This is an optimization exercise on Yosys and OpenROAD, whose aim is a short achievable clock period, not a production implementation.
Only simulation tests tie the RTL to the original design; equivalence was not proved.
No driver is modelled on the clock port, so clocking that relies on it looks cheaper here than on a real chip.
Power and IR drop assume default switching activity.

v6:
## branch_predictor
module branch_predictor #(
  parameter int ENTRIES = 16,
  parameter int INDEX_W = 4
) (
  input  logic        clk_i,
  input  logic        rst_i,
  input  logic [31:0] fetch_pc_i,
  output logic [31:0] next_pc_o,
  output logic        pred_taken_o,
  output logic [31:0] pred_target_o,
  input  logic        mem_stall_i,
  input  logic        upd_valid_i,
  input  logic [31:0] upd_pc_i,
  input  logic        upd_taken_i,
  input  logic [31:0] upd_target_i,
  input  logic        upd_pred_taken_i,
  input  logic [31:0] upd_pred_target_i,
  output logic        mispredict_o,
  output logic [31:0] redirect_pc_o,
  output logic [31:0] branch_cnt_o,
  output logic [31:0] mispred_cnt_o
);
Size: about 3,400 cells after synthesis, ~300 I/O pins, roughly 0.050 mm² of cells after synthesis.
Settings: LEC_CHECK=0, ABC_CLOCK_PERIOD_IN_PS=4000, CAP_MARGIN=20, CORE_MARGIN=2, CORE_UTILIZATION=40, SETUP_SLACK_MARGIN=2.5, SLEW_MARGIN=20, SYNTH_HIERARCHICAL=1; clock period 7.0 ns.
standard.sh (not shown) runs the stock make flow with config.mk's settings and CLKGATE_MAP_FILE= SYNTH_SCRIPT=/design/flow/synth_recipe.tcl, a recipe that flattens the netlist after the stock synthesis.
==> flow/flow/run.sh <==
#!/bin/bash
# Standard layout, with the delay cells (clkdlybuf4s*, dlygate*, dlymetal*,
# dlybuf*) kept out of port buffering and timing repair. Synthesis is the
# standard one, run unchanged first; the later steps source flow/dont_use.tcl
# through ORFS's PRE_<step>_TCL hooks. Each tool's output goes to a log here.
set -euo pipefail
H="$PWD/flow/dont_use.tcl"
bash standard.sh synth > synth.log 2>&1
bash standard.sh \
  PRE_FLOORPLAN_TCL="$H" PRE_GLOBAL_PLACE_TCL="$H" PRE_RESIZE_TCL="$H" \
  PRE_DETAIL_PLACE_TCL="$H" PRE_CTS_TCL="$H" PRE_GLOBAL_ROUTE_TCL="$H" \
  PRE_DETAIL_ROUTE_TCL="$H" PRE_FILLCELL_TCL="$H" \
  POST_CTS_TCL="$PWD/flow/cts_post.tcl" POST_GLOBAL_ROUTE_TCL="$PWD/flow/grt_post.tcl" \
  finish > layout.log 2>&1
==> flow/flow/cts_post.tcl <==
# Extra setup repair after CTS's own, with a larger margin, then legalize.
estimate_parasitics -placement
repair_timing -setup -setup_margin 3.0 -verbose
detailed_placement
check_placement -verbose
estimate_parasitics -placement
puts "after extra cts repair: worst slack [worst_slack -max]"
==> flow/flow/dont_use.tcl <==
# Keep delay cells out of port buffering and timing repair.
set_dont_use [get_lib_cells {sky130_fd_sc_hd__clkdlybuf4s* sky130_fd_sc_hd__dlygate* sky130_fd_sc_hd__dlymetal* sky130_fd_sc_hd__dlybuf*}]
==> flow/flow/grt_post.tcl <==
# Extra setup repair after global routing's own, then legalize and reroute
# the nets that changed.
global_route -start_incremental
estimate_parasitics -global_routing
repair_timing -setup -setup_margin 3.0 -verbose
detailed_placement
global_route -end_incremental
estimate_parasitics -global_routing
puts "after extra grt repair: worst slack [worst_slack -max]"
Every stage of the flow completed for v6, and the final layout passed the timing, DRC and antenna checks.
Changes in v7 relative to v6:
diff --git a/flow/flow/run.sh b/flow/flow/run.sh
--- a/flow/flow/run.sh
+++ b/flow/flow/run.sh
@@ -13 +13 @@
-  POST_CTS_TCL="$PWD/flow/cts_post.tcl" POST_GLOBAL_ROUTE_TCL="$PWD/flow/grt_post.tcl" \
+  POST_CTS_TCL="$PWD/flow/cts_post.tcl" \
removed: flow/flow/grt_post.tcl
Findings:
- v6 -> v7: vertical extent of the die delta 0, exact match
- Pin slew with the least headroom to its limit for v7: 0.031 ns down relative to v6
- Changes observed in v7 relative to v6: total power shows a reduction of 0.34%, sum of met3 wire segment lengths after detailed routing shows a reduction of about 9%, time the worst path needs with I/O delays and setup shows no meaningful change, cell count after synthesis shows no meaningful change.
- Max first-pass detailed-route iteration total across v7 and v6: v7
- There was hardly any difference in setup slack between v6 and v7.
- Route | v7 vs v6 | wire shorter in v7
- Final area on v7 is ahead of v6.

==> separate check: timing with driven ports <==
No port has a modelled driver above. Below, the same layouts with a new extraction and two added sets of constraints. Step 1 (the two cells are an assumption about what drives the block):
set clk [get_ports {clk_i}]
set_driving_cell -lib_cell sky130_fd_sc_hd__clkbuf_16 $clk
set_driving_cell -lib_cell sky130_fd_sc_hd__buf_2 [delete_from_list [all_inputs] $clk]
Step 2, shift: input delay + t, output delay - t, t = (earliest + latest rising clock arrival at the registers) / 2. This alone moves slack from input paths to output paths. Three values: no drivers, after step 1, after step 2; two values: the first two.
run	shift t [ns]	slack for setup (ns)	hold WS [ns]
v6	0.790	2.100 / 1.911 / 1.121	0.463 / 0.463 / 0.463
v7	0.790	2.098 / 1.946 / 1.196	0.463 / 0.463 / 0.463
After both steps every run listed still meets setup and hold. For v6, which loses most, drivers alone change the setup slack by -0.189 ns; drivers and shift together by -0.979 ns.
